Context: an optimization exercise on an open-source flow, tuned for small area. The choices shown serve that exercise and are no tape-out recipe. Where RTL was checked, it was by simulation tests only, not by an equivalence proof against the original. The RTL of run 4 was laid out without a check of its function.

### run.sh
#!/bin/bash
# synth_recipe.tcl (not shown) runs the flow's synth.tcl, then flattens the netlist and writes it again
# the make line also repeats each setting of config.mk as NAME=value (left out here)
make -C /OpenROAD-flow-scripts/flow DESIGN_CONFIG=/design/flow/config.mk WORK_HOME=/design/flow/orfs CLKGATE_MAP_FILE= SYNTH_SCRIPT=/design/flow/synth_recipe.tcl finish
### config.mk
export PLATFORM = sky130hd
export DESIGN_NAME = alu_top
export DESIGN_NICKNAME = alu_top
export VERILOG_FILES = /design/flow/design.v
export SDC_FILE = /design/flow/constraint.sdc
export NUM_CORES = 4
export LEC_CHECK = 0
export CAP_MARGIN = 20
export CORE_MARGIN = 2
export CORE_UTILIZATION = 60
export CTS_BUF_LIST = sky130_fd_sc_hd__clkbuf_4 sky130_fd_sc_hd__clkbuf_8
export CTS_CLUSTER_SIZE = 30
export PLACE_DENSITY = 0.7
export SLEW_MARGIN = 20
### design.v
`default_nettype none
package alu_pkg;
    typedef logic [32-1:0]       word_t;
    typedef logic [2*32-1:0]     dword_t;
    typedef logic [$clog2(8)-1:0] sample_idx_t;
    typedef enum logic [4:0] {
        op_add,
        op_sub,
        op_mul,
        op_xor,
        op_or,
        op_and,
        op_sll,
        op_srl,
        op_sra,
        op_slt,
        op_sltu,
        op_beq,
        op_bne,
        op_blt,
        op_bge,
        op_lui,
        op_auipc,
        op_fft_load,
        op_fft_cal1,
        op_fft_cal2,
        op_fft_cal3,
        op_fft_export
    } alu_op_e;
    typedef struct packed {
        alu_op_e     op;
        sample_idx_t idx;
        logic        imag;
    } alu_cmd_t;
    typedef struct packed {
        word_t re;
        word_t im;
    } cplx_t;
endpackage
`default_nettype wire
`default_nettype none
`timescale 1ns/1ps
module int_alu (
    input  alu_pkg::alu_cmd_t cmd,
    input  alu_pkg::word_t    src1,
    input  alu_pkg::word_t    src2,
    input  alu_pkg::word_t    curr_pc,
    output alu_pkg::word_t    int_result,
    output logic              zero_d
);
    logic [5-1:0] shamt;
    logic [4:0]                 op;
    logic                       sub;
    alu_pkg::word_t             add_a;
    alu_pkg::word_t             add_b;
    logic [32:0]         sum;
    logic                       eq;
    logic                       ltu;
    logic                       lts;
    logic                       left;
    logic                       arith;
    alu_pkg::word_t             sh_in;
    logic [32:0]         sh_ext;
    alu_pkg::word_t             sh_out;
    alu_pkg::word_t             sh_res;
    assign op    = cmd.op;
    assign shamt = src2[5-1:0];
    assign sub   = (op != alu_pkg::op_add) && (op != alu_pkg::op_auipc);
    assign add_a = (op == alu_pkg::op_auipc) ? curr_pc : src1;
    assign add_b = sub ? ~src2 : src2;
    assign sum   = ({1'b0, add_a, 1'b1} + {1'b0, add_b, sub}) >> 1;
    assign eq    = (src1 == src2);
    assign ltu   = ~sum[32];
    assign lts   = (src1[32-1] ^ src2[32-1]) ? src1[32-1] : sum[32-1];
    assign left  = (op == alu_pkg::op_sll);
    assign arith = (op == alu_pkg::op_sra);
    always_comb begin
        for (int i = 0; i < 32; i++)
            sh_in[i] = left ? src1[32-1-i] : src1[i];
    end
    assign sh_ext = {arith & src1[32-1], sh_in};
    assign sh_out = alu_pkg::word_t'($signed(sh_ext) >>> shamt);
    always_comb begin
        for (int i = 0; i < 32; i++)
            sh_res[i] = left ? sh_out[32-1-i] : sh_out[i];
    end
    always_comb begin
        int_result = '0;
        zero_d     = 1'b0;
        case (op)
            alu_pkg::op_add,
            alu_pkg::op_sub,
            alu_pkg::op_auipc: int_result = sum[32-1:0];
            alu_pkg::op_mul:   int_result = src1 * src2;
            alu_pkg::op_xor:   int_result = src1 ^ src2;
            alu_pkg::op_or:    int_result = src1 | src2;
            alu_pkg::op_and:   int_result = src1 & src2;
            alu_pkg::op_sll,
            alu_pkg::op_srl,
            alu_pkg::op_sra:   int_result = sh_res;
            alu_pkg::op_slt:   int_result = alu_pkg::word_t'(lts);
            alu_pkg::op_sltu:  int_result = alu_pkg::word_t'(ltu);
            alu_pkg::op_beq:   zero_d = eq;
            alu_pkg::op_bne:   zero_d = ~eq;
            alu_pkg::op_blt:   zero_d = lts;
            alu_pkg::op_bge:   zero_d = ~lts;
            alu_pkg::op_lui:   int_result = src2;
            default: ;
        endcase
    end
endmodule
`default_nettype wire
`default_nettype none
`timescale 1ns/1ps
module fft_sample_bank (
    input  logic                      clk,
    input  logic                      rst,
    input  logic                      cmd_valid,
    input  alu_pkg::alu_cmd_t         cmd,
    input  alu_pkg::word_t            src1,
    input  alu_pkg::word_t            src2,
    output logic [8-1:0][2*32-1:0] c_raw,
    output logic                      c_zero
);
    logic [8-1:0][2*32-1:0] x;
    logic [8-1:0][2*32-1:0] a_raw;
    logic [8-1:0][2*32-1:0] b_raw;
    logic                                    a_zero;
    logic                                    b_zero;
    logic                                    load_en;
    logic [2*32-1:0]                  load_d;
    assign load_en = cmd_valid && (cmd.op == alu_pkg::op_fft_load);
    assign load_d  = rst ? '0 : {src1, src2};
    always_ff @(posedge clk) begin
        for (int i = 0; i < 8; i++) begin
            if (rst || (load_en && cmd.idx == i))
                x[i] <= load_d;
        end
    end
    always_ff @(posedge clk) begin
        if (cmd_valid && cmd.op == alu_pkg::op_fft_cal1) a_raw <= x;
        if (cmd_valid && cmd.op == alu_pkg::op_fft_cal2) b_raw <= a_raw;
        if (cmd_valid && cmd.op == alu_pkg::op_fft_cal3) c_raw <= b_raw;
    end
    always_ff @(posedge clk) begin
        if (rst) begin
            a_zero <= 1'b1;
            b_zero <= 1'b1;
            c_zero <= 1'b1;
        end else if (cmd_valid) begin
            if (cmd.op == alu_pkg::op_fft_cal1) a_zero <= 1'b0;
            if (cmd.op == alu_pkg::op_fft_cal2) b_zero <= a_zero;
            if (cmd.op == alu_pkg::op_fft_cal3) c_zero <= b_zero;
        end
    end
endmodule
`default_nettype wire
`default_nettype none
`timescale 1ns/1ps
module fft_butterfly (
    input  alu_pkg::alu_cmd_t         cmd,
    input  logic [8-1:0][2*32-1:0] raw,
    input  logic                      raw_zero,
    output alu_pkg::word_t            fft_result
);
    localparam int W  = 32;
    localparam int F  = 6;
    localparam int WF = W + F;           
    logic k0, k1, neg, c;
    logic [W-1:0] re [8];
    logic [W-1:0] im [8];
    always_comb begin
        for (int i = 0; i < 8; i++) begin
            re[i] = raw[i][2*W-1:W];
            im[i] = raw[i][W-1:0];
        end
    end
    assign k0  = cmd.idx[0];
    assign k1  = cmd.idx[1];
    assign neg = cmd.idx[2];
    assign c   = cmd.imag;
    logic         n5, nre, nim;
    logic [W-1:0] ra, rb, rc, rd, ia, ib, ic, id;
    logic [W-1:0] rs1, rc1, rs2, rc2, is1, ic1, is2, ic2;
    logic [W-1:0] ore, oim;
    assign n5  = k0;
    assign nre = k1;
    assign nim = k1 ^ k0;
    assign ra = re[1];
    assign rb = re[5] ^ {W{n5}};
    assign rc = (k0 ? im[3] : re[3]) ^ {W{nre}};
    assign rd = (k0 ? im[7] : re[7]) ^ {W{nre ^ n5}};
    assign ia = im[1];
    assign ib = im[5] ^ {W{n5}};
    assign ic = (k0 ? re[3] : im[3]) ^ {W{nim}};
    assign id = (k0 ? re[7] : im[7]) ^ {W{nim ^ n5}};
    assign rs1 = ra ^ rb ^ rc;
    assign rc1 = {(ra[W-2:0] & rb[W-2:0]) | (ra[W-2:0] & rc[W-2:0]) | (rb[W-2:0] & rc[W-2:0]), n5};
    assign rs2 = rs1 ^ rc1 ^ rd;
    assign rc2 = {(rs1[W-2:0] & rc1[W-2:0]) | (rs1[W-2:0] & rd[W-2:0]) | (rc1[W-2:0] & rd[W-2:0]), nre};
    assign ore = W'(({rs2, 1'b1} + {rc2, nre ^ n5}) >> 1);
    assign is1 = ia ^ ib ^ ic;
    assign ic1 = {(ia[W-2:0] & ib[W-2:0]) | (ia[W-2:0] & ic[W-2:0]) | (ib[W-2:0] & ic[W-2:0]), n5};
    assign is2 = is1 ^ ic1 ^ id;
    assign ic2 = {(is1[W-2:0] & ic1[W-2:0]) | (is1[W-2:0] & id[W-2:0]) | (ic1[W-2:0] & id[W-2:0]), nim};
    assign oim = W'(({is2, 1'b1} + {ic2, nim ^ n5}) >> 1);
    logic         use_re, use_im, a_neg, b_neg;
    logic [W:0]   va, vb;
    logic [W:0]   v;
    logic         v_extra;
    assign use_re = k0 | ~(c ^ k1);
    assign use_im = k0 |  (c ^ k1);
    assign a_neg  = (k0 ? (k1 | c) : (k1 & c)) ^ neg;
    assign b_neg  = (k0 & k1 & c) ^ neg;
    assign va = ({ore[W-1], ore} & {(W+1){use_re}}) ^ {(W+1){a_neg & use_re}};
    assign vb = ({oim[W-1], oim} & {(W+1){use_im}}) ^ {(W+1){b_neg & use_im}};
    assign v       = (W+1)'(({va, 1'b1} + {vb, (a_neg & use_re) | (b_neg & use_im)}) >> 1);
    assign v_extra = a_neg & use_re & b_neg & use_im;
    logic         sq;
    logic [W-1:0] t0, t4, t2, t6;
    assign sq = k1 ^ (k0 & c);
    assign t0 = c ? im[0] : re[0];
    assign t4 = (c ? im[4] : re[4]) ^ {W{k0}};
    assign t2 = ((c ^ k0) ? im[2] : re[2]) ^ {W{sq}};
    assign t6 = ((c ^ k0) ? im[6] : re[6]) ^ {W{sq ^ k0}};
    logic [WF-1:0] vx;
    logic [WF-1:0] m0, m1, m2, m3, kk;
    logic [WF-1:0] e0, e1, e2, e3;
    logic [2:0]    e_ones;
    logic [WF-1:0] fsum;
    assign vx = {{(WF-W-1){v[W]}}, v};
    assign m0 = k0 ? (vx << 5) : (vx << 6);
    assign m1 = k0 ? (vx << 3) : '0;
    assign m2 = k0 ? (vx << 2) : '0;
    assign m3 = k0 ? vx        : '0;
    assign e0 = {t0, {F{1'b0}}};
    assign e1 = {t4, {F{1'b0}}};
    assign e2 = {t2, {F{1'b0}}};
    assign e3 = {t6, {F{1'b0}}};
    assign e_ones = {2'b00, k0} + {2'b00, sq} + {2'b00, sq ^ k0};
    assign kk = WF'({e_ones, {F{1'b0}}})
              + WF'((neg & k0) ? 63 : 0)
              + WF'(v_extra ? (k0 ? 45 : 64) : 0);
    function automatic logic [2*WF-1:0] csa(input logic [WF-1:0] a, input logic [WF-1:0] b,
                                            input logic [WF-1:0] d);
        logic [WF-1:0] s;
        logic [WF-1:0] cy;
        s  = a ^ b ^ d;
        cy = ((a & b) | (a & d) | (b & d)) << 1;
        csa = {s, cy};
    endfunction
    logic [WF-1:0] l1a_s, l1a_c, l1b_s, l1b_c, l1c_s, l1c_c;
    logic [WF-1:0] l2a_s, l2a_c, l2b_s, l2b_c;
    logic [WF-1:0] l3_s, l3_c, l4_s, l4_c;
    assign {l1a_s, l1a_c} = csa(m0, m1, m2);
    assign {l1b_s, l1b_c} = csa(m3, e0, e1);
    assign {l1c_s, l1c_c} = csa(e2, e3, kk);
    assign {l2a_s, l2a_c} = csa(l1a_s, l1a_c, l1b_s);
    assign {l2b_s, l2b_c} = csa(l1b_c, l1c_s, l1c_c);
    assign {l3_s, l3_c}   = csa(l2a_s, l2a_c, l2b_s);
    assign {l4_s, l4_c}   = csa(l3_s, l3_c, l2b_c);
    assign fsum = l4_s + l4_c;
    assign fft_result = raw_zero ? '0 : fsum[WF-1:F];
endmodule
`default_nettype wire
`default_nettype none
`timescale 1ns/1ps
module alu_top (
    input  logic     clk,
    input  logic     rst,
    input  logic     cmd_valid,
    input  alu_pkg::alu_cmd_t cmd,
    input  alu_pkg::word_t    src1,
    input  alu_pkg::word_t    src2,
    input  alu_pkg::word_t    curr_pc,
    output logic     result_valid,
    output alu_pkg::word_t    result,
    output logic     zero
);
    alu_pkg::word_t                           int_result;
    logic                                     zero_d;
    alu_pkg::word_t                           fft_result;
    logic [8-1:0][2*32-1:0] c_raw;
    logic                                     c_zero;
    logic                                     has_result;
    logic                                     is_export;
    int_alu int_alu_i (
        .cmd        (cmd),
        .src1       (src1),
        .src2       (src2),
        .curr_pc    (curr_pc),
        .int_result (int_result),
        .zero_d     (zero_d)
    );
    fft_sample_bank fft_sample_bank_i (
        .clk       (clk),
        .rst       (rst),
        .cmd_valid (cmd_valid),
        .cmd       (cmd),
        .src1      (src1),
        .src2      (src2),
        .c_raw     (c_raw),
        .c_zero    (c_zero)
    );
    fft_butterfly fft_butterfly_i (
        .cmd        (cmd),
        .raw        (c_raw),
        .raw_zero   (c_zero),
        .fft_result (fft_result)
    );
    assign is_export  = (cmd.op == alu_pkg::op_fft_export);
    assign has_result = (cmd.op <= alu_pkg::op_auipc) || is_export;
    always_ff @(posedge clk) begin
        if (rst) begin
            result_valid <= 1'b0;
            zero         <= 1'b0;
        end else begin
            result_valid <= cmd_valid & has_result;
            zero         <= cmd_valid & zero_d;
        end
    end
    always_ff @(posedge clk) begin
        result <= is_export ? fft_result : int_result;
    end
endmodule
`default_nettype wire
### constraint.sdc
create_clock -name core_clock -period 12.0 [get_ports {clk}]
set_input_delay 2.4000 -clock core_clock [delete_from_list [all_inputs] [get_ports {clk}]]
set_output_delay 2.4000 -clock core_clock [all_outputs]
set_load 0.01 [all_outputs]
==> impl_metrics.json, run 1 <==
{
  "cp.arrival_ns": 12.67,
  "synth_seq_cells": 2085,
  "dominantRegCellSynth": "edfxtp_1",
  "slew_headroom_pct": 22.4,
  "gp_congestion": 1.04,
  "insertion_delay_ns": 1.08,
  "wl_per_cell_um": 26.6,
  "wl_met1_mm": 113,
  "fin_setup_tns_ns": 0,
  "die-area_um2": 181000,
  "cp_slowest_cell": "fa_1",
  "ys_seq_area_share_pct": 58.3,
  "yosysWarnings": 6,
  "top_layer": "met5",
  "ioPinCount": 142,
  "synthCells": 7533,
  "dr.pass1.iters": 6,
  "multi_input_area_um2": 40500,
  "area_delta_synth_final_pct": 15.2,
  "cts_buffer_depth": 4,
  "cts_tree": "built",
  "grt_max_degree": 147,
  "track_usage_pct": 32.8,
  "synthArstFlopShare_pct": 0,
  "wl_met2_mm": 137,
  "die_w_um": 426,
  "cp_top_family": "adder cells",
  "regArea_um2": 62200,
  "cts_made_buffers": 336,
  "drcViolationCount": 0,
  "synth_cell_types": 89,
  "cts.reportedPaths.clkPinSlew_ns": 0.06,
  "routed_wl_mm": 293,
  "fin_cells": 11000,
  "die_height_um": 426,
  "drtIter0Drc": 6065,
  "syn-cell-area_um2": 107000,
  "avgSynthCellArea_um2": 14.2,
  "skew_ns": 0.123,
  "numPortBuffers": 141,
  "cp-end-kind": "flop",
  "period_needed_ns": 11.80,
  "grt_setup_unrepaired": "true",
  "grt_pass1_vias": 65800,
  "fin_crit_sh_pct": 98.3,
  "drive_gt1_share_pct": 17.1,
  "fp.coreArea_um2": 176000,
  "hold_viol_final": 0,
  "drv_cap": 0,
  "setup-violations-final": 0,
  "drv_slew": 0,
  "synth_edf_count": 2048,
  "critPathMaxFanout": 8,
  "grt_pass1_wl_mm": 426,
  "crit_path_start_kind": "input port",
  "fillCellCount": 12000,
  "hpwl_mm": 213,
  "htree_levels": 5,
  "worstHoldPathType": "reg2reg",
  "postLayoutCoreUtil_pct": 69.6,
  "status": "complete, no violations",
  "criticalPathCategory": "in2reg",
  "via_per_inst": 5.73,
  "finalNetCount": 9626,
  "initial_core_util_pct": 60.5,
  "fmax_mhz": 84.8,
  "grt_antenna_before_repair": 29,
  "row_count": 154,
  "vias": 63000,
  "cts-root-buf": "clkbuf_8",
  "path_buf_inv": 9,
  "cp.required_ns": 12.87,
  "syn_nets": 8763,
  "place_inst": 10400,
  "postRouteAntennaNets": 0,
  "gr-total-overflow": 0,
  "clock_sinks": 2085,
  "worst_pin_slew_ns": 1.16,
  "routed-wl-met3_mm": 23.7,
  "cp_slowest_stage_delay_ns": 0.63
}
## metal layers
| metal | vias up | global-route usage (%) |
|---|---|---|
| li1 | 27500 | - |
| met1 | 31800 | 42.9 |
| met2 | 2861 | 51.8 |
| met3 | 805 | 6.16 |
| met4 | 8 | 19.0 |
| met5 | - | 0 |
## cell families after synthesis
logic type / count (synthesis) / synth area share, %
DFF: 2085 / 58.3
buffers and inverters: 1383 / 4.89
and+or+nand+nor: 1164 / 4.68
adders and majority gates: 1122 / 18.2
AOI/OAI and AO/OA: 804 / 5.03
xor gates and xnor gates: 634 / 5.21
muxes: 340 / 3.62
other: 1 / 0.00351
## metrics by stage
stage                     setup slack (ns)  hold slack (ns)  instance area (µm²)
final                                0.201            0.362               123000
after global routing                -0.137            0.367               123000
after CTS                          0.00297            0.349               122000
after detailed placement             -1.48            0.405               115000
after global placement               -1.24            0.400               115000
after floorplan                      -4.18            0.400               107000
## cell usage in the layout (no fill, tap or decap), types with 24 or more instances in the layout
cell type and instances:
clkbuf_4 93, o211ai_1 32, mux2_2 68, mux4_2 30
a21oi_2 36, clkinv_1 91, nand3_1 24, fa_1 722
buf_4 631, mux2i_1 229, o21bai_1 30, dfxtp_1 37
clkinv_2 34, inv_1 1094, o21a_1 30, a211oi_1 31
nor2_1 354, clkbuf_8 341, and2_1 25, nor3_1 29
nand2_1 539, a21oi_1 196, edfxtp_1 2048, xnor2_1 441
xor2_1 162, a21o_1 106, clkdlybuf4s50_1 131, ha_1 383
o21ai_0 108
## registers in the layout, indices dropped and copies added, names as in the netlist
register / count
fft_sample_bank_i.a_raw: 512
fft_sample_bank_i.a_zero: 1
fft_sample_bank_i.b_raw: 512
fft_sample_bank_i.b_zero: 1
fft_sample_bank_i.c_raw: 512
fft_sample_bank_i.c_zero: 1
fft_sample_bank_i.x: 512
result: 32
result_valid: 1
zero: 1
## layout make-up
| class | instances | area share, % |
|---|---|---|
| Clock buffer | 434 | 4.39 |
| Sequential cell | 2085 | 50.6 |
| Timing Repair Buffer | 800 | 5.41 |
| Multi-Input combinational cell | 4065 | 32.9 |
| Antenna cell | 16 | 0.0326 |
| Inverter | 1108 | 3.38 |
| Tap cell | 2340 | 2.38 |
| Clock inverter | 144 | 0.803 |
## final timing paths
kind / start / end / slack [ns] / cells past startpoint
hold reg to reg: fft_sample_bank_i.x[411]$_DFFE_PP_ / fft_sample_bank_i.a_raw[411]$_DFFE_PP_ / 0.36 / 0
setup reg to reg: fft_sample_bank_i.c_raw[192]$_DFFE_PP_ / result[31]$_DFF_P_ / 1.37 / 44
setup / recovery: cmd[1] / result[31]$_DFF_P_ / 0.20 / 45
hold / removal: fft_sample_bank_i.x[411]$_DFFE_PP_ / fft_sample_bank_i.a_raw[411]$_DFFE_PP_ / 0.36 / 0
## cell usage after synthesis (all sizes together), types with 18 or more instances
library cell,number,area (µm²)
mux4,30,676
a22oi,21,158
nand4,18,113
a21oi,233,1170
clkbuf,183,687
a31oi,20,125
fa,724,14500
xnor2,466,4090
ha,398,4980
nand2b,22,138
nand3,27,135
nor3,37,185
buf,92,368
o211ai,32,240
nand2,541,2030
a211oi,35,273
and2,37,231
dfxtp,37,741
nor2,379,1440
a21o,115,863
o21bai,32,240
and3,24,150
a221oi,23,201
nor2b,22,138
mux2,68,766
edfxtp,2048,61500
xor2,168,1470
o21ai,130,658
o21a,31,233
a221o,18,180
inv,1099,4130
mux2i,242,2420
## timing repair
| item | 4_1_cts | 5_1_grt |
|---|---|---|
| pin swaps | 6 | 89 |
| setup buffers | 5 | 27 |
| setup endpoints to repair | 8 | 24 |
| hold buffers | 0 | 0 |
| cloned | 1 | 2 |
| gates resized for setup | 26 | 194 |
==> inputs of run 2 (changes only) <==
--- a/config.mk
+++ b/config.mk
@@ -8,7 +8,7 @@
 export CAP_MARGIN = 20
 export CORE_MARGIN = 2
 export CORE_UTILIZATION = 60
-export CTS_BUF_LIST = sky130_fd_sc_hd__clkbuf_4 sky130_fd_sc_hd__clkbuf_8
-export CTS_CLUSTER_SIZE = 30
+export CTS_BUF_LIST = sky130_fd_sc_hd__clkbuf_8
+export GPL_TIMING_DRIVEN = 0
 export PLACE_DENSITY = 0.7
 export SLEW_MARGIN = 20
==> impl_metrics.json, run 2 <==
{
  "status": "failed layout checks",
  "failed_checks": "negative setup slack",
  "setup-violations-final": 14,
  "gr-total-overflow": 0,
  "drv_cap": 0,
  "fillCellCount": 11500,
  "synth_seq_cells": 2085,
  "cp-end-kind": "flop",
  "grt_max_degree": 56,
  "cp_slowest_stage_delay_ns": 0.58,
  "setup_slack_ns": -0.839,
  "grt_pass1_wl_mm": 460,
  "postRouteAntennaNets": 0,
  "criticalPathCategory": "in2reg",
  "synth_edf_count": 2048,
  "synth.most_common_cell": "edfxtp_1",
  "hold_viol_final": 0,
  "worstHoldPathType": "reg2reg",
  "drive_gt1_share_pct": 12.6,
  "final_cell_mix": "edfxtp_1 (2048), inv_1 (1183), fa_1 (716), nand2_1 (538), xnor2_1 (427)",
  "synthTopCellsByArea": "edfxtp_1 (58%), fa_1 (14%), ha_1 (4.7%)",
  "dr.pass1.iters": 10,
  "yosysWarnings": 6,
  "insertion_delay_ns": 1.03,
  "synth_top_family_by_area": "adder cells",
  "synthAdderAreaFrac_pct": 18.2,
  "yosys.area.top_type": "edfxtp_1",
  "worst_pin_slew_ns": 1.25,
  "avgSynthCellArea_um2": 14.2,
  "critPathMaxFanout": 10,
  "via_per_inst": 5.90,
  "routed_wl_mm": 329,
  "synthCells": 7533,
  "clock_sinks": 2085,
  "path_buf_inv": 9,
  "fin_crit_sh_pct": 107,
  "whs_ns": 0.349,
  "yosys.area_share.simple_pct": 4.68,
  "htree_levels": 5,
  "synthTopCellsByCount": "edfxtp_1 (2048), inv_1 (1095), fa_1 (724), nand2_1 (541), xnor2_1 (465)",
  "ys_seq_area_share_pct": 58.3,
  "cp.required_ns": 12.77,
  "hpwl_mm": 249,
  "vias": 63400,
  "cts.reportedPaths.clkPinSlew_ns": 0.07,
  "synth_cell_types": 89,
  "wl_per_cell_um": 30.6,
  "track_usage_pct": 36.6,
  "drcViolationCount": 0,
  "muxShareOfSynthArea_pct": 3.62,
  "drtIter0Drc": 6279,
  "ioPinCount": 142,
  "fmax_mhz": 77.9,
  "syn-cell-area_um2": 107000,
  "cp_slowest_cell": "fa_2",
  "fin_cells": 10700,
  "grt_antenna_before_repair": 19,
  "finalNetCount": 9415,
  "period_needed_ns": 12.84,
  "area_delta_synth_final_pct": 14.0,
  "grt_pass1_vias": 66100,
  "cp.arrival_ns": 13.61,
  "synth_top_area_share_pct": 57.6,
  "die_w_um": 426,
  "cp_top_family": "compound AO/OA/AOI/OAI gates",
  "gp_congestion": 1.04,
  "row_count": 154,
  "place_inst": 10100,
  "cts-root-buf": "clkbuf_8",
  "initial_core_util_pct": 60.5,
  "layout_commonest_cell": "edfxtp_1",
  "synth_compound_area_share_pct": 5.03,
  "fp.coreArea_um2": 176000,
  "syn_nets": 8763,
  "slew_headroom_pct": 16.7,
  "cts_tree": "built",
  "synthArstFlopShare_pct": 0,
  "skew_ns": 0.0865,
  "cts_made_buffers": 314,
  "dominantRegCellSynth": "edfxtp_1",
  "crit_path_start_kind": "input port",
  "drv_slew": 0,
  "postLayoutCoreUtil_pct": 68.9,
  "synth_xor_area_share_pct": 5.21,
  "numPortBuffers": 139,
  "cts_buffer_depth": 4,
  "die_height_um": 426,
  "grt_setup_unrepaired": "true",
  "die-area_um2": 181000
}
[run 2: cell counts after synthesis]
No cell type changed its count.
[run 2: stage by stage]
step | setup TNS, ns | area [µm²] | worst slack, ns
2_1_floorplan | -2173.53 | 107000 | -4.18
3_3_place_gp | -8297.33 | 111000 | -11.10
3_5_place_dp | -190.30 | 113000 | -7.24
4_1_cts | -5.67 | 120000 | -0.647
5_1_grt | -9.41 | 122000 | -0.951
6_report | -7.50 | 122000 | -0.839
[run 2: repair_timing]
item / CTS / global route
cloned: 1 / 0
pin swaps: 79 / 119
hold buffers: 0 / 0
gates resized for setup: 336 / 176
endpoints found under the setup margin: 32 / 28
setup buffers: 58 / 47
[run 2: cells by family after synthesis]
group | Yosys count
multiplexers | 340
AND/OR/NAND/NOR | 1164
flip-flops | 2085
buffers and inverters | 1383
AO/OA/AOI/OAI | 804
adder cells (fa/ha/maj) | 1122
other | 1
XOR/XNOR | 634
[run 2: final cells by class]
type / instances / area [µm²] / share of cell area [%]
Buffer: 270 / 1540 / 1.27
Sequential cell: 2085 / 62200 / 51.2
Multi-Input combinational cell: 4065 / 41200 / 33.8
Antenna cell: 9 / 22.5 / 0.0185
Inverter: 1108 / 4180 / 3.43
Tap cell: 2340 / 2930 / 2.41
Clock buffer: 324 / 4460 / 3.67
Clock inverter: 206 / 1110 / 0.912
Timing Repair Buffer: 341 / 4010 / 3.29
[run 2: final timing paths]
check,start,to,slack [ns],cells after the start
worst max-delay path,cmd[1],result[27]$_DFF_P_,-0.84,48
worst min-delay path,fft_sample_bank_i.b_raw[245]$_DFFE_PP_,fft_sample_bank_i.c_raw[245]$_DFFE_PP_,0.35,0
worst max register to register,fft_sample_bank_i.c_raw[224]$_DFFE_PP_,result[27]$_DFF_P_,0.73,43
worst min register to register,fft_sample_bank_i.b_raw[245]$_DFFE_PP_,fft_sample_bank_i.c_raw[245]$_DFFE_PP_,0.35,0
[run 2: worst register-to-register path, delay by kind of cell, from the launching register on]
family	cells	cell delay [ns]
compound gates	19	4.12
fa+ha+maj	9	3.98
xor+xnor	5	1.05
simple gates	6	0.91
flops	1	0.45
buf+inv	3	0.28
mux	1	0.22
[run 2: layer usage]
metal / global-route usage [%] / vias to the layer above / share of wire (%)
met3: 5.19 / 863 / 6.8
met5: 0 / - / 0.012
met4: 23.4 / 6 / 7.6
li1: - / 27100 / -
met2: 61.8 / 3162 / 50
met1: 44.4 / 32300 / 36
==> inputs of run 3 (changes only) <==
--- a/design.v
+++ b/design.v
@@ -249,17 +249,16 @@
         cy = ((a & b) | (a & d) | (b & d)) << 1;
         csa = {s, cy};
     endfunction
-    logic [WF-1:0] l1a_s, l1a_c, l1b_s, l1b_c, l1c_s, l1c_c;
-    logic [WF-1:0] l2a_s, l2a_c, l2b_s, l2b_c;
-    logic [WF-1:0] l3_s, l3_c, l4_s, l4_c;
-    assign {l1a_s, l1a_c} = csa(m0, m1, m2);
-    assign {l1b_s, l1b_c} = csa(m3, e0, e1);
-    assign {l1c_s, l1c_c} = csa(e2, e3, kk);
-    assign {l2a_s, l2a_c} = csa(l1a_s, l1a_c, l1b_s);
-    assign {l2b_s, l2b_c} = csa(l1b_c, l1c_s, l1c_c);
-    assign {l3_s, l3_c}   = csa(l2a_s, l2a_c, l2b_s);
-    assign {l4_s, l4_c}   = csa(l3_s, l3_c, l2b_c);
-    assign fsum = l4_s + l4_c;
+    logic [WF-1:0] ea_s, ea_c, eb_s, eb_c, ec_s, ec_c;
+    logic [WF-1:0] fa_s, fa_c, fb_s, fb_c, fc_s, fc_c, fd_s, fd_c;
+    assign {ea_s, ea_c} = csa(e0, e1, e2);
+    assign {eb_s, eb_c} = csa(ea_s, ea_c, e3);
+    assign {ec_s, ec_c} = csa(eb_s, eb_c, kk);
+    assign {fa_s, fa_c} = csa(m0, m1, m2);
+    assign {fb_s, fb_c} = csa(m3, ec_s, ec_c);
+    assign {fc_s, fc_c} = csa(fa_s, fa_c, fb_s);
+    assign {fd_s, fd_c} = csa(fc_s, fc_c, fb_c);
+    assign fsum = fd_s + fd_c;
     assign fft_result = raw_zero ? '0 : fsum[WF-1:F];
 endmodule
 `default_nettype wire
--- a/config.mk
+++ b/config.mk
@@ -8,7 +8,8 @@
 export CAP_MARGIN = 20
 export CORE_MARGIN = 2
 export CORE_UTILIZATION = 60
-export CTS_BUF_LIST = sky130_fd_sc_hd__clkbuf_8
-export GPL_TIMING_DRIVEN = 0
+export CTS_BUF_LIST = sky130_fd_sc_hd__clkbuf_16
+export CTS_CLUSTER_DIAMETER = 100
+export CTS_CLUSTER_SIZE = 30
 export PLACE_DENSITY = 0.7
 export SLEW_MARGIN = 20
==> impl_metrics.json, run 3 <==
{
  "synthCells": 7648,
  "status": "complete, no violations",
  "grt_antenna_before_repair": 15,
  "fin_crit_sh_pct": 97.4,
  "drive_gt1_share_pct": 11.5,
  "worst_pin_slew_ns": 1.21,
  "yosys.area.top_type": "edfxtp_1",
  "use_met3_pct": 4.43,
  "crit_path_start_kind": "input port",
  "synthTopCellsByCount": "edfxtp_1 (2048), inv_1 (1183), fa_1 (724), nand2_1 (579), xnor2_1 (438)",
  "critPathMaxFanout": 13,
  "clock_sinks": 2085,
  "insertion_delay_ns": 0.78,
  "wl_per_cell_um": 27.4,
  "min_to": "fft_sample_bank_i.a_raw[356]$_DFFE_PP_",
  "gr-usage-met2_pct": 52.5,
  "gp_congestion": 1.03,
  "hpwl_mm": 215,
  "die_w_um": 427,
  "area_delta_synth_final_pct": 10.3,
  "fillCellCount": 12700,
  "final_cell_mix": "edfxtp_1 (2048), inv_1 (1202), fa_1 (723), nand2_1 (577), buf_4 (560)",
  "period_needed_ns": 11.69,
  "postRouteAntennaNets": 0,
  "vias": 61100,
  "numPortBuffers": 141,
  "r2r_end": "result[30]$_DFF_P_",
  "htree_levels": 3,
  "gr-total-overflow": 0,
  "die-area_um2": 182000,
  "drv_slew": 0,
  "busiest_layer": "met2",
  "setup-violations-final": 0,
  "holdCritStartpoint": "fft_sample_bank_i.x[356]$_DFFE_PP_",
  "grt_max_degree": 161,
  "path_common_cell": "fa_1",
  "drtIter0Drc": 5472,
  "cp_slowest_stage_delay_ns": 0.54,
  "ioPinCount": 142,
  "cp_slowest_cell": "fa_1",
  "cp.required_ns": 12.63,
  "synthTopCellsByArea": "edfxtp_1 (57%), fa_1 (14%), ha_1 (4.7%)",
  "synthArstFlopShare_pct": 0,
  "cp-end-kind": "flop",
  "routed_wl_mm": 290,
  "skew_ns": 0.0680,
  "cts_tree": "built",
  "via_per_inst": 5.77,
  "grt_pass1_vias": 63200,
  "criticalPathCategory": "in2reg",
  "cts_buffer_depth": 3,
  "setup_slack_ns": 0.310,
  "cts.reportedPaths.clkPinSlew_ns": 0.11,
  "initial_core_util_pct": 60.3,
  "synth_edf_count": 2048,
  "layout_commonest_cell": "edfxtp_1",
  "synth_seq_cells": 2085,
  "row_count": 155,
  "synth_top_area_share_pct": 57.3,
  "hold_path_depth": 0,
  "ys_seq_area_share_pct": 58.0,
  "place_ws_ns": -1.05,
  "finalNetCount": 9417,
  "postLayoutCoreUtil_pct": 66.5,
  "drcViolationCount": 0,
  "syn-cell-area_um2": 107000,
  "r2r-start": "fft_sample_bank_i.c_raw[227]$_DFFE_PP_",
  "cp.arrival_ns": 12.32,
  "fp.coreArea_um2": 178000,
  "r2r_cells": 46,
  "avgSynthCellArea_um2": 14.0,
  "cts_made_buffers": 85,
  "yosysWarnings": 6,
  "postCtsHoldBufs": 0,
  "grt_use_met1_pct": 43.1,
  "hold_viol_final": 0,
  "drv_cap": 0,
  "dominantRegCellSynth": "edfxtp_1",
  "slew_headroom_pct": 18.9,
  "worst-r2r-setup-slack_ns": 1.88,
  "cts-root-buf": "clkbuf_16",
  "fmax_mhz": 85.5,
  "syn_nets": 8879,
  "dr.pass1.iters": 6,
  "synth.most_common_cell": "edfxtp_1",
  "synth_cell_types": 96,
  "grt_pass1_wl_mm": 421,
  "die_height_um": 427,
  "track_usage_pct": 32.4,
  "worstHoldPathType": "reg2reg"
}
## run 3: cells by family (layout without fill, tap and decap cells)
group           Yosys count  count (layout)  share of synthesized area, %
fa+ha+maj              1123            1123                          18.2
simple gates           1240            1240                          4.95
buf+inv                1460            2038                          5.13
other cells               1               5                       0.00349
mux                     370             370                          4.00
compound gates          747             747                          4.69
xor+xnor                622             622                          5.08
flops                  2085            2085                          58.0
## run 3: metal layers
| layer | share of wire, % | vias to the layer above |
|---|---|---|
| met2 | 48 | 2338 |
| met3 | 6.5 | 646 |
| met5 | 0 | - |
| li1 | - | 26900 |
| met4 | 6.1 | 0 |
| met1 | 40 | 31100 |
## run 3: critical path, delay by kind of cell
| kind | cells | cell delay (ns) |
|---|---|---|
| AO/OA/AOI/OAI | 14 | 2.48 |
| AND/OR/NAND/NOR | 11 | 1.69 |
| buffers and inverters | 8 | 0.92 |
| XOR/XNOR | 5 | 0.92 |
| multiplexers | 2 | 0.55 |
| adder cells (fa/ha/maj) | 8 | 3.32 |
## run 3: how the worst max path moves through the flow
stage	depth (start not counted)	end	startpoint	slack, ns
global placement	42	result[22]$_DFF_P_	cmd[2]	-1.02
global route	47	result[30]$_DFF_P_	cmd[1]	-0.08
floorplan	5	fft_sample_bank_i.c_zero$_SDFFE_PP1P_	cmd[6]	-7.47
CTS	45	result[31]$_DFF_P_	cmd[2]	0.01
detailed placement	43	result[22]$_DFF_P_	cmd[2]	-1.05
finish	48	result[30]$_DFF_P_	cmd[1]	0.31
## run 3: repair_timing
action                     in CTS  in global routing
pin swaps                       1                 41
buffers inserted                1                 19
resized for setup               4                 87
cloned                          0                  1
setup endpoints to repair       6                 18
## run 3: metrics by stage
step / std cells / area [µm²] / hold WS (ns) / setup TNS, ns
floorplan: 7648 / 107000 / 0.400 / -8986.94
global placement: 10400 / 115000 / 0.400 / -13.33
detailed placement: 10400 / 115000 / 0.405 / -13.15
CTS: 10600 / 118000 / 0.390 / 0
global route: 10600 / 118000 / 0.389 / -0.167
finish: 10600 / 118000 / 0.384 / 0
## run 3: layout make-up
cell class	instances	area (µm²)	share of cell area (%)
well taps	2355	2950	2.49
inverters	1191	4470	3.77
flip-flops and latches	2085	62200	52.6
diodes	4	10.0	0.00845
clock inverters	41	443	0.374
multi-input cells	4103	40200	33.9
clock buffers	86	2150	1.82
repair buffers	720	5970	5.04
==> inputs of run 4 (changes only) <==
--- a/design.v
+++ b/design.v
@@ -182,7 +182,6 @@
     logic         n5, nre, nim;
     logic [W-1:0] ra, rb, rc, rd, ia, ib, ic, id;
     logic [W-1:0] rs1, rc1, rs2, rc2, is1, ic1, is2, ic2;
-    logic [W-1:0] ore, oim;
     assign n5  = k0;
     assign nre = k1;
     assign nim = k1 ^ k0;
@@ -194,28 +193,51 @@
     assign ib = im[5] ^ {W{n5}};
     assign ic = (k0 ? re[3] : im[3]) ^ {W{nim}};
     assign id = (k0 ? re[7] : im[7]) ^ {W{nim ^ n5}};
+    logic         rlo, ilo;
     assign rs1 = ra ^ rb ^ rc;
     assign rc1 = {(ra[W-2:0] & rb[W-2:0]) | (ra[W-2:0] & rc[W-2:0]) | (rb[W-2:0] & rc[W-2:0]), n5};
     assign rs2 = rs1 ^ rc1 ^ rd;
     assign rc2 = {(rs1[W-2:0] & rc1[W-2:0]) | (rs1[W-2:0] & rd[W-2:0]) | (rc1[W-2:0] & rd[W-2:0]), nre};
-    assign ore = W'(({rs2, 1'b1} + {rc2, nre ^ n5}) >> 1);
     assign is1 = ia ^ ib ^ ic;
     assign ic1 = {(ia[W-2:0] & ib[W-2:0]) | (ia[W-2:0] & ic[W-2:0]) | (ib[W-2:0] & ic[W-2:0]), n5};
     assign is2 = is1 ^ ic1 ^ id;
     assign ic2 = {(is1[W-2:0] & ic1[W-2:0]) | (is1[W-2:0] & id[W-2:0]) | (ic1[W-2:0] & id[W-2:0]), nim};
-    assign oim = W'(({is2, 1'b1} + {ic2, nim ^ n5}) >> 1);
-    logic         use_re, use_im, a_neg, b_neg;
-    logic [W:0]   va, vb;
-    logic [W:0]   v;
-    logic         v_extra;
+    assign rlo = nre ^ n5;
+    assign ilo = nim ^ n5;
+    localparam int WV = W + F;
+    logic         use_re, use_im, a_neg, b_neg, g_neg, o_neg;
+    logic         rcy, icy, rd_p, rd_m, id_p, id_m;
+    logic [2:0]   up;
+    logic [WV-1:0] w0, w1, w2, w3, vs1, vc1, vs2, vc2, v;
+    logic          one_a, one_b, one_c;
     assign use_re = k0 | ~(c ^ k1);
     assign use_im = k0 |  (c ^ k1);
     assign a_neg  = (k0 ? (k1 | c) : (k1 & c)) ^ neg;
     assign b_neg  = (k0 & k1 & c) ^ neg;
-    assign va = ({ore[W-1], ore} & {(W+1){use_re}}) ^ {(W+1){a_neg & use_re}};
-    assign vb = ({oim[W-1], oim} & {(W+1){use_im}}) ^ {(W+1){b_neg & use_im}};
-    assign v       = (W+1)'(({va, 1'b1} + {vb, (a_neg & use_re) | (b_neg & use_im)}) >> 1);
-    assign v_extra = a_neg & use_re & b_neg & use_im;
+    assign o_neg  = use_re ? a_neg : b_neg;
+    assign g_neg  = use_re & use_im & (a_neg ^ b_neg);
+    logic [W:0] rcy_w, icy_w;
+    assign rcy_w = {1'b0, rs2[W-2:0], 1'b1} + {1'b0, rc2[W-2:0], rlo};
+    assign icy_w = {1'b0, is2[W-2:0], 1'b1} + {1'b0, ic2[W-2:0], ilo};
+    assign rcy   = rcy_w[W];
+    assign icy   = icy_w[W];
+    assign rd_p = use_re &  rs2[W-1] &  rc2[W-1] & ~rcy;
+    assign rd_m = use_re & ~rs2[W-1] & ~rc2[W-1] &  rcy;
+    assign id_p = use_im & (g_neg ? (~is2[W-1] & ~ic2[W-1] &  icy) : ( is2[W-1] &  ic2[W-1] & ~icy));
+    assign id_m = use_im & (g_neg ? ( is2[W-1] &  ic2[W-1] & ~icy) : (~is2[W-1] & ~ic2[W-1] &  icy));
+    assign up   = 3'(rd_p) + 3'(id_p) - 3'(rd_m) - 3'(id_m);
+    assign w0 = use_re ? {{(WV-W){rs2[W-1]}} + {{(WV-W-3){up[2]}}, up}, rs2} : {{(WV-W-3){up[2]}}, up, {W{1'b0}}};
+    assign w1 = use_re ? {{(WV-W){rc2[W-1]}}, rc2} : '0;
+    assign w2 = use_im ? {{(WV-W){is2[W-1]}}, is2} ^ {WV{g_neg}} : '0;
+    assign w3 = use_im ? {{(WV-W){ic2[W-1]}}, ic2} ^ {WV{g_neg}} : '0;
+    assign one_a = g_neg | (use_im & ilo);
+    assign one_b = g_neg & ~ilo;
+    assign one_c = use_re & rlo;
+    assign vs1 = w0 ^ w1 ^ w2;
+    assign vc1 = {(w0[WV-2:0] & w1[WV-2:0]) | (w0[WV-2:0] & w2[WV-2:0]) | (w1[WV-2:0] & w2[WV-2:0]), one_a};
+    assign vs2 = vs1 ^ vc1 ^ w3;
+    assign vc2 = {(vs1[WV-2:0] & vc1[WV-2:0]) | (vs1[WV-2:0] & w3[WV-2:0]) | (vc1[WV-2:0] & w3[WV-2:0]), one_b};
+    assign v   = WV'(({vs2, 1'b1} + {vc2, one_c}) >> 1);
     logic         sq;
     logic [W-1:0] t0, t4, t2, t6;
     assign sq = k1 ^ (k0 & c);
@@ -228,7 +250,7 @@
     logic [WF-1:0] e0, e1, e2, e3;
     logic [2:0]    e_ones;
     logic [WF-1:0] fsum;
-    assign vx = {{(WF-W-1){v[W]}}, v};
+    assign vx = v ^ {WF{o_neg}};
     assign m0 = k0 ? (vx << 5) : (vx << 6);
     assign m1 = k0 ? (vx << 3) : '0;
     assign m2 = k0 ? (vx << 2) : '0;
@@ -240,7 +262,7 @@
     assign e_ones = {2'b00, k0} + {2'b00, sq} + {2'b00, sq ^ k0};
     assign kk = WF'({e_ones, {F{1'b0}}})
               + WF'((neg & k0) ? 63 : 0)
-              + WF'(v_extra ? (k0 ? 45 : 64) : 0);
+              + WF'(o_neg ? (k0 ? 45 : 64) : 0);
     function automatic logic [2*WF-1:0] csa(input logic [WF-1:0] a, input logic [WF-1:0] b,
                                             input logic [WF-1:0] d);
         logic [WF-1:0] s;
--- a/config.mk
+++ b/config.mk
@@ -9,7 +9,7 @@
 export CORE_MARGIN = 2
 export CORE_UTILIZATION = 60
 export CTS_BUF_LIST = sky130_fd_sc_hd__clkbuf_16
-export CTS_CLUSTER_DIAMETER = 100
+export CTS_CLUSTER_DIAMETER = 120
 export CTS_CLUSTER_SIZE = 30
 export PLACE_DENSITY = 0.7
 export SLEW_MARGIN = 20
==> impl_metrics.json, run 4 <==
{
  "via_per_inst": 5.71,
  "worstHoldPathType": "reg2reg",
  "criticalPathCategory": "in2reg",
  "die-area_um2": 184000,
  "cp_top_family": "adder cells",
  "cts_made_buffers": 83,
  "cts_tree": "built",
  "routed_wl_mm": 286,
  "vias": 61700,
  "synth_xor_area_share_pct": 4.49,
  "gr-total-overflow": 0,
  "synthAdderAreaFrac_pct": 19.5,
  "yosys.area_share.simple_pct": 4.83,
  "ioPinCount": 142,
  "die_height_um": 429,
  "place_inst": 10600,
  "r2r-start": "fft_sample_bank_i.c_raw[225]$_DFFE_PP_",
  "dr.pass1.iters": 6,
  "grt_setup_unrepaired": "true",
  "critPathMaxFanout": 5,
  "final_cell_mix": "edfxtp_1 (2048), inv_1 (1268), fa_1 (794), buf_4 (635), nand2_1 (604)",
  "initial_core_util_pct": 60.5,
  "postRouteAntennaNets": 0,
  "hold_viol_final": 0,
  "path_depth": 51,
  "finalNetCount": 9714,
  "track_usage_pct": 31.5,
  "wl_per_cell_um": 26.5,
  "grt_pass1_vias": 63900,
  "die_w_um": 429,
  "path_common_cell": "a21o_1",
  "drive_gt1_share_pct": 12.4,
  "drv_cap": 0,
  "cp.required_ns": 12.70,
  "whs_ns": 0.395,
  "crit_path_end": "result[31]$_DFF_P_",
  "avgSynthCellArea_um2": 13.9,
  "htree_levels": 3,
  "yosysWarnings": 6,
  "gp_congestion": 0.978,
  "grt_max_degree": 175,
  "cp.arrival_ns": 13.34,
  "worst_pin_slew_ns": 1.24,
  "path_buf_inv": 13,
  "drcViolationCount": 0,
  "hpwl_mm": 212,
  "r2r_end": "result[31]$_DFF_P_",
  "synth.most_common_cell": "edfxtp_1",
  "syn_nets": 9096,
  "drv_slew": 0,
  "setup-violations-final": 10,
  "synth_top_area_share_pct": 56.8,
  "setup_slack_ns": -0.650,
  "synthTopCellsByArea": "edfxtp_1 (57%), fa_1 (15%), ha_1 (4.7%)",
  "drtIter0Drc": 5980,
  "synth_cell_types": 88,
  "fmax_mhz": 79.1,
  "synthArstFlopShare_pct": 0,
  "cp_slowest_cell": "fa_1",
  "clock_sinks": 2085,
  "failed_checks": "negative setup slack",
  "muxShareOfSynthArea_pct": 3.63,
  "synth_edf_count": 2048,
  "grt_antenna_before_repair": 20,
  "postLayoutCoreUtil_pct": 67.5,
  "synth_seq_cells": 2085,
  "grt_pass1_wl_mm": 418,
  "crit_start": "cmd[1]",
  "layout_commonest_cell": "edfxtp_1",
  "cp-end-kind": "flop",
  "ys_seq_area_share_pct": 57.5,
  "syn-cell-area_um2": 108000,
  "insertion_delay_ns": 0.79,
  "fp.coreArea_um2": 179000,
  "period_needed_ns": 12.65,
  "worst-r2r-setup-slack_ns": 0.71,
  "slew_headroom_pct": 17.2,
  "area_delta_synth_final_pct": 11.5,
  "row_count": 155,
  "numPortBuffers": 141,
  "synth_top_family_by_area": "adder cells",
  "synth_compound_area_share_pct": 4.62,
  "cts-root-buf": "clkbuf_16",
  "dominantRegCellSynth": "edfxtp_1",
  "skew_ns": 0.0463,
  "status": "failed layout checks",
  "r2r_cells": 48,
  "cp_slowest_stage_delay_ns": 0.61,
  "yosys.area.top_type": "edfxtp_1",
  "cts_buffer_depth": 3,
  "crit_path_start_kind": "input port",
  "cts.reportedPaths.clkPinSlew_ns": 0.11,
  "fin_cells": 10800,
  "synthCells": 7778,
  "synthTopCellsByCount": "edfxtp_1 (2048), inv_1 (1253), fa_1 (801), nand2_1 (608), ha_1 (409)",
  "fin_crit_sh_pct": 105
}
[run 4: cell types whose count changed in the layout (fill, tap and decap cells not counted), sizes merged, moves of 11 or more]
cell	delta
and2	-11
nor2	-13
mux4	-32
a21oi	+59
buf	+87
nand2b	+15
nor3	-19
fa	+77
inv	+74
o21a	-16
mux2i	+40
nand2	+29
xnor2	-66
diode	+14
[run 4: kinds of logic after synthesis]
family | count (synthesis)
DFF | 2085
buffers and inverters | 1549
and+or+nand+nor | 1231
adders and majority gates | 1210
AOI/OAI and AO/OA | 778
xor gates and xnor gates | 551
muxes | 374
[run 4: cell type report]
type	count	area, µm²
Antenna cell	18	45.0
Multi-Input combinational cell	4144	41200
Tap cell	2355	2950
Inverter	1268	4760
Clock buffer	83	2080
Sequential cell	2085	62200
Clock inverter	39	395
Fill cell	12600	58100
Timing Repair Buffer	814	6980
[run 4: through the flow]
step / area [µm²] / setup TNS, ns / worst slack, ns
2_1_floorplan: 108000 / -27.74 / -2.96
3_3_place_gp: 117000 / -24.50 / -2.03
3_5_place_dp: 117000 / -27.12 / -2.28
4_1_cts: 120000 / -2.67 / -0.765
5_1_grt: 121000 / -7.69 / -1.02
6_report: 121000 / -2.98 / -0.650
[run 4: what timing repair did]
action                     CTS  global route
pin swaps                   82            69
setup endpoints to repair   15            20
buffers inserted            15            14
gates resized for setup     98            79
cloned                       5             3
hold buffers                 0             0
[run 4: worst min-delay path by stage]
stage                                                 startpoint                                      to  slack [ns]  cells after the start
final                     fft_sample_bank_i.a_raw[400]$_DFFE_PP_  fft_sample_bank_i.b_raw[400]$_DFFE_PP_        0.39                      0
after global routing      fft_sample_bank_i.a_raw[400]$_DFFE_PP_  fft_sample_bank_i.b_raw[400]$_DFFE_PP_        0.38                      0
after CTS                 fft_sample_bank_i.a_raw[400]$_DFFE_PP_  fft_sample_bank_i.b_raw[400]$_DFFE_PP_        0.38                      0
after detailed placement        fft_sample_bank_i.x[0]$_DFFE_PP_    fft_sample_bank_i.a_raw[0]$_DFFE_PP_        0.40                      0
after global placement        fft_sample_bank_i.x[290]$_DFFE_PP_  fft_sample_bank_i.a_raw[290]$_DFFE_PP_        0.40                      0
after floorplan                 fft_sample_bank_i.x[0]$_DFFE_PP_    fft_sample_bank_i.a_raw[0]$_DFFE_PP_        0.40                      0
[run 4: routing by layer]
| metal | global-route usage, % | wire [µm] | vias up |
|---|---|---|---|
| li1 | - | - | 27300 |
| met5 | 0 | 13 | - |
| met1 | 42.9 | 115000 | 31300 |
| met4 | 14.1 | 15000 | 2 |
| met3 | 5.05 | 21900 | 601 |
| met2 | 50.4 | 135000 | 2441 |

-- what the ideal ports hide --
How much do the figures lean on ideal ports? The routed layouts below were timed once more, with nothing changed but the port constraints. Step 1 (the two cells are an assumption about what drives the block):
set clk [get_ports {clk}]
set_driving_cell -lib_cell sky130_fd_sc_hd__clkbuf_16 $clk
set_driving_cell -lib_cell sky130_fd_sc_hd__buf_2 [delete_from_list [all_inputs] $clk]
Step 2 also shifts input and output timing later by t, the mid clock arrival at the registers, as if the neighbouring blocks saw the same clock. Three values: no drivers, after step 1, after step 2; two values: the first two.
run | shift t [ns] | slack for setup (ns) | clock arrival spread, ns | worst slew at a driven data input, ns
run 1 | 1.095 | 0.201 / 0.177 / -0.918 | 0.127 / 0.127 | 0.20
run 2 | 1.083 | -0.839 / -0.822 / -1.905 | 0.114 / 0.114 | 0.17
run 3 | 0.845 | 0.310 / 0.257 / -0.588 | 0.071 / 0.071 | 0.16
run 4 | 0.843 | -0.650 / -0.770 / -1.612 | 0.049 / 0.049 | 0.23
Met with ideal ports but missed after step 2: setup timing in run 1 and run 3. The setup slack of run 1, which loses most, moves by -0.024 ns with the drivers and by -1.119 ns with both steps.
